From an optimization exercise on the open Yosys and OpenROAD flow, aimed at small area, a short achievable clock period and few clock cycles; shortcuts taken in it are not production practice. The RTL was checked by simulation tests, not by an equivalence proof against the original design.

==> exp/sierra: inputs <==
## five_channel_median_ema_conditioner
module five_channel_median_ema_conditioner #(
	parameter int WINDOW      = 5,
	parameter int CAL_SAMPLES = 60,
	parameter int FRAC_BITS   = 8
) (
	input  logic                              clk,
	input  logic                              arst_n,
	input  logic                              req_valid,
	output logic                              req_ready,
	input  logic                              req_type,
	input  logic signed [medema_pkg::SAMPLE_W-1:0] req_thumb,
	input  logic signed [medema_pkg::SAMPLE_W-1:0] req_index,
	input  logic signed [medema_pkg::SAMPLE_W-1:0] req_middle,
	input  logic signed [medema_pkg::SAMPLE_W-1:0] req_ring,
	input  logic signed [medema_pkg::SAMPLE_W-1:0] req_pinky,
	output logic                              rsp_valid,
	input  logic                              rsp_ready,
	output logic                              rsp_kind,
	output logic [medema_pkg::SAMPLE_W-1:0]   rsp_bend_thumb,
	output logic [medema_pkg::SAMPLE_W-1:0]   rsp_bend_index,
	output logic [medema_pkg::SAMPLE_W-1:0]   rsp_bend_middle,
	output logic [medema_pkg::SAMPLE_W-1:0]   rsp_bend_ring,
	output logic [medema_pkg::SAMPLE_W-1:0]   rsp_bend_pinky,
	output logic signed [medema_pkg::SAMPLE_W-1:0] rsp_rest_thumb,
	output logic signed [medema_pkg::SAMPLE_W-1:0] rsp_rest_index,
	output logic signed [medema_pkg::SAMPLE_W-1:0] rsp_rest_middle,
	output logic signed [medema_pkg::SAMPLE_W-1:0] rsp_rest_ring,
	output logic signed [medema_pkg::SAMPLE_W-1:0] rsp_rest_pinky,
	input  logic                              cfg_valid,
	output logic                              cfg_ready,
	input  logic [medema_pkg::ALPHA_W-1:0]    cfg_alpha
);
clock: 10.0 ns
lec_check: 0
cap_margin: 20
core_margin: 2
core_utilization: 50
setup_slack_margin: 5
slew_margin: 20
run.sh (not shown) runs the stock make flow with config.mk's settings and CLKGATE_MAP_FILE= SYNTH_SCRIPT=/design/flow/synth_recipe.tcl, a recipe that flattens the netlist after the stock synthesis.
==> exp/ember: changes against exp/sierra <==
--- a/flow/design.v
+++ b/flow/design.v
@@ -972,12 +972,14 @@
 );
 	localparam int NCH = 5;
 	logic              anz_q;
 	logic [4:0]        a_one_q, b_one_q, ae_one_q, be_one_q;
 	logic [3:0]        a_two_q, b_two_q, a_neg_q, b_neg_q;
 	logic [3:0]        ae_two_q, be_two_q, ae_neg_q, be_neg_q;
+	logic [4:0]        ai_one_q, bi_one_q;
+	logic [3:0]        ai_two_q, bi_two_q, ai_neg_q, bi_neg_q;
 	logic [3:0]        pad_hi_q, pad_lo_q;    
 	logic [5:0]        cal_cnt_q;
 	logic              va_q, ka_q, vb_q, kb_q, vc_q, kc_q;
 	logic              dact_q;
 	logic [2:0]        dcnt_q;
 	logic              o1v_q, o1k_q;
@@ -1009,26 +1011,57 @@
 		assign ca_neg[i] = xa[2*i+2] & ~(xa[2*i+1] & xa[2*i]);
 		assign cb_one[i] = xb[2*i+1] ^ xb[2*i];
 		assign cb_two[i] = (xb[2*i+2] & ~xb[2*i+1] & ~xb[2*i]) | (~xb[2*i+2] & xb[2*i+1] & xb[2*i]);
 		assign cb_neg[i] = xb[2*i+2] & ~(xb[2*i+1] & xb[2*i]);
 	end
 	logic accept, acc_stream, acc_cal, acc_calc;
-	logic stall, adv, div_step, div_done, hold_a, move_a, cal_load;
+	logic stall, adv, div_step, div_done, cal_go, hold_a, move_a, cal_move;
 	logic va_n, ka_n, vb_n, kb_n;
 	assign stall      = o1v_q & ~rsp_ready;
-	assign req_ready  = ~dact_q & ~stall;
+	assign req_ready  = ~stall & (~dact_q | (va_q & ka_q & cal_go));
 	assign accept     = req_valid & req_ready;
 	assign acc_stream = accept & ~req_type;
 	assign acc_cal    = accept & req_type;
 	assign acc_calc   = acc_cal & (cal_cnt_q == 6'(CAL_SAMPLES - 1));
 	assign div_step   = dact_q & (dcnt_q != 3'd5);
 	assign div_done   = dcnt_q == 3'd5;
 	assign adv        = ~stall;
-	assign hold_a     = ka_q & ~div_done;
+	assign cal_go     = div_done & ~vb_q & ~vc_q;
+	assign hold_a     = ka_q & ~cal_go;
 	assign move_a     = adv & va_q & ~hold_a;
-	assign cal_load   = adv & vb_q & kb_q;
+	assign cal_move   = move_a & ka_q;
+	logic [4:0] ae_one_n, be_one_n;
+	logic [3:0] ae_two_n, be_two_n, ae_neg_n, be_neg_n;
+	always_comb begin
+		if (va_n && ka_n) begin
+			ae_one_n = 5'b10000;
+			ae_two_n = 4'b0000;
+			ae_neg_n = 4'b0000;
+		end else if (cfg_valid) begin
+			ae_one_n = {cfg_a[8] | cfg_a[7], ca_one};
+			ae_two_n = ca_two;
+			ae_neg_n = ca_neg;
+		end else begin
+			ae_one_n = a_one_q;
+			ae_two_n = a_two_q;
+			ae_neg_n = a_neg_q;
+		end
+		if (vb_n && kb_n) begin
+			be_one_n = 5'b00000;
+			be_two_n = 4'b0000;
+			be_neg_n = 4'b0000;
+		end else if (cfg_valid) begin
+			be_one_n = {cfg_b[7], cb_one};
+			be_two_n = cb_two;
+			be_neg_n = cb_neg;
+		end else begin
+			be_one_n = b_one_q;
+			be_two_n = b_two_q;
+			be_neg_n = b_neg_q;
+		end
+	end
 	always_comb begin
 		va_n = va_q; ka_n = ka_q; vb_n = vb_q; kb_n = kb_q;
 		if (adv) begin
 			vb_n = move_a;
 			kb_n = ka_q;
 			if (!(va_q && hold_a)) begin
@@ -1049,12 +1082,18 @@
 			ae_one_q  <= 5'b01111;
 			ae_two_q  <= 4'b0000;
 			ae_neg_q  <= 4'b0010;
 			be_one_q  <= 5'b11111;
 			be_two_q  <= 4'b0000;
 			be_neg_q  <= 4'b1101;
+			ai_one_q  <= ~5'b01111;
+			ai_two_q  <= ~4'b0000;
+			ai_neg_q  <= ~4'b0010;
+			bi_one_q  <= ~5'b11111;
+			bi_two_q  <= ~4'b0000;
+			bi_neg_q  <= ~4'b1101;
 			pad_hi_q  <= 4'b0101;
 			pad_lo_q  <= 4'b1010;
 			cal_cnt_q <= '0;
 			va_q <= 1'b0; ka_q <= 1'b0;
 			vb_q <= 1'b0; kb_q <= 1'b0;
 			vc_q <= 1'b0; kc_q <= 1'b0;
@@ -1081,41 +1120,27 @@
 				o1v_q <= vc_q;
 				vc_q  <= vb_q;
 				kc_q  <= kb_q;
 			end
 			va_q <= va_n; ka_q <= ka_n;
 			vb_q <= vb_n; kb_q <= kb_n;
-			if (va_n && ka_n) begin
-				ae_one_q <= 5'b10000;
-				ae_two_q <= 4'b0000;
-				ae_neg_q <= 4'b0000;
-			end else if (cfg_valid) begin
-				ae_one_q <= {cfg_a[8] | cfg_a[7], ca_one};
-				ae_two_q <= ca_two;
-				ae_neg_q <= ca_neg;
-			end else begin
-				ae_one_q <= a_one_q;
-				ae_two_q <= a_two_q;
-				ae_neg_q <= a_neg_q;
-			end
-			if (vb_n && kb_n) begin
-				be_one_q <= 5'b00000;
-				be_two_q <= 4'b0000;
-				be_neg_q <= 4'b0000;
-			end else if (cfg_valid) begin
-				be_one_q <= {cfg_b[7], cb_one};
-				be_two_q <= cb_two;
-				be_neg_q <= cb_neg;
-			end else begin
-				be_one_q <= b_one_q;
-				be_two_q <= b_two_q;
-				be_neg_q <= b_neg_q;
-			end
+			ae_one_q <= ae_one_n;
+			ae_two_q <= ae_two_n;
+			ae_neg_q <= ae_neg_n;
+			be_one_q <= be_one_n;
+			be_two_q <= be_two_n;
+			be_neg_q <= be_neg_n;
+			ai_one_q <= ~ae_one_n;
+			ai_two_q <= ~ae_two_n;
+			ai_neg_q <= ~ae_neg_n;
+			bi_one_q <= ~be_one_n;
+			bi_two_q <= ~be_two_n;
+			bi_neg_q <= ~be_neg_n;
 			if (acc_calc)
 				dact_q <= 1'b1;
-			else if (cal_load)
+			else if (cal_move)
 				dact_q <= 1'b0;
 			if (acc_calc)
 				dcnt_q <= '0;
 			else if (div_step)
 				dcnt_q <= dcnt_q + 3'd1;
 		end
@@ -1165,15 +1190,15 @@
 		end
 	end
 	logic [NCH-1:0][23:0] qa;
 	for (genvar c = 0; c < NCH; c++) begin : g_amul
 		medema_amul u_amul (
 			.m   (m_q[c]),
-			.one (ae_one_q),
-			.two (ae_two_q),
-			.neg (ae_neg_q),
+			.one ((c < 3) ? ae_one_q : ~ai_one_q),
+			.two ((c < 3) ? ae_two_q : ~ai_two_q),
+			.neg ((c < 3) ? ae_neg_q : ~ai_neg_q),
 			.q   (qa[c])
 		);
 	end
 	always_ff @(posedge clk) begin
 		if (move_a) begin
 			for (int c = 0; c < NCH; c++)
@@ -1182,15 +1207,15 @@
 	end
 	logic [NCH-1:0][23:0] enext;
 	for (genvar c = 0; c < NCH; c++) begin : g_ema
 		medema_ema_step u_ema (
 			.e      (ema_q[c]),
 			.q      (q_q[c]),
-			.one    (be_one_q),
-			.two    (be_two_q),
-			.neg    (be_neg_q),
+			.one    ((c < 3) ? be_one_q : ~bi_one_q),
+			.two    ((c < 3) ? be_two_q : ~bi_two_q),
+			.neg    ((c < 3) ? be_neg_q : ~bi_neg_q),
 			.e_next (enext[c])
 		);
 	end
 	logic [15:0] quo;
 	logic [NCH-1:0][22:0] sum_rot;
 	medema_div u_div (
@@ -1209,24 +1234,23 @@
 			sum_q <= '0;
 		end else begin
 			if (adv && vb_q && (anz_q || kb_q)) begin
 				for (int c = 0; c < NCH; c++)
 					ema_q[c] <= enext[c];
 			end
-			if (cal_load) begin
-				for (int c = 0; c < NCH; c++) begin
+			if (cal_move) begin
+				for (int c = 0; c < NCH; c++)
 					off_q[c] <= sum_q[c][15:0];
-					sum_q[c] <= '0;
-				end
-			end else begin
-				if (acc_cal) begin
-					for (int c = 0; c < NCH; c++)
-						sum_q[c] <= sum_q[c] + {{7{in_smp[c][15]}}, in_smp[c]};
-				end else if (div_step) begin
-					sum_q <= sum_rot;
-				end
+			end
+			if (acc_cal) begin
+				for (int c = 0; c < NCH; c++)
+					sum_q[c] <= (cal_move ? 23'd0 : sum_q[c]) + {{7{in_smp[c][15]}}, in_smp[c]};
+			end else if (cal_move) begin
+				sum_q <= '0;
+			end else if (div_step) begin
+				sum_q <= sum_rot;
 			end
 		end
 	end
 	logic [NCH-1:0][15:0] cval;
 	for (genvar c = 0; c < NCH; c++) begin : g_bend
 		logic [15:0] t;
==> summary of the runs <==
Between exp/sierra and exp/ember, the lower core utilization is in exp/sierra (gap 0.094 points). Flip-flop and latch count: exp/ember is higher than exp/sierra (26). In exp/ember the non-clock buffer count is lower than in exp/sierra, by 70. First-iteration DRC count: exp/ember is lower than exp/sierra (9.6%). In exp/sierra the sequential share of layout area is lower than in exp/ember, by 0.25 points. Final cell count: exp/ember is larger than exp/sierra (about 1.1%). In exp/ember the routed wire length is higher than in exp/sierra, by 0.44%.
==> figures <==
metric	exp/sierra	exp/ember
Row count	170	171
Total length of routed met2 wires	171000 um	172000 um
Worst flop-to-flop path startpoint	be_one_q[2]$_DFF_PN1_	ae_one_q[0]$_DFF_PN1_
Final sequential cell count	1020	1046
Setup Skew	0.0401 ns	0.0453 ns
Core utilization of the finished layout	59.1%	59.2%
Share of the synthesized area in the top cell type	16.8%	16.6%
Run status	timing/DRC/antenna clean	timing/DRC/antenna clean
Number of signal-net buffers in the layout	880	810
Post-CTS setup buffer count	223	260
Net count of the mapped netlist	13400	13500
Count of multi-input combinational gates	8495	8703
Finished Layout Cells	15100	15300
Diodes inserted	10	13
Mean routed wirelength per cell	25.8 um	25.6 um
Post-synthesis simple-gate area fraction	10.7%	11.7%
Testbench counts of exp/sierra, summed over its fixed seeds: cycles 2,488.
Testbench counts of exp/ember, summed over its fixed seeds: cycles 2,472.

re-timing with driven ports:
No port has a modelled driver above. Below, the same layouts with a new extraction and two added sets of constraints. Step 1 (the two cells are an assumption about what drives the block):
set clk [get_ports {clk}]
set_driving_cell -lib_cell sky130_fd_sc_hd__clkbuf_16 $clk
set_driving_cell -lib_cell sky130_fd_sc_hd__buf_2 [delete_from_list [all_inputs] $clk]
Step 2 also shifts input and output timing later by t, the mid clock arrival at the registers, as if the neighbouring blocks saw the same clock. a / b / c = no drivers / after step 1 / after step 2; a / b = the first two.
run | t (ns) | slack for setup (ns) | clock arrival spread, ns
exp/sierra | 0.913 | 4.301 / 4.301 / 4.146 | 0.045 / 0.045
exp/ember | 0.907 | 4.419 / 4.419 / 4.074 | 0.047 / 0.047
After both steps every run listed still meets setup and hold. The setup slack of exp/ember, which loses most, moves by 0.000 ns with the drivers and by -0.345 ns with both steps.
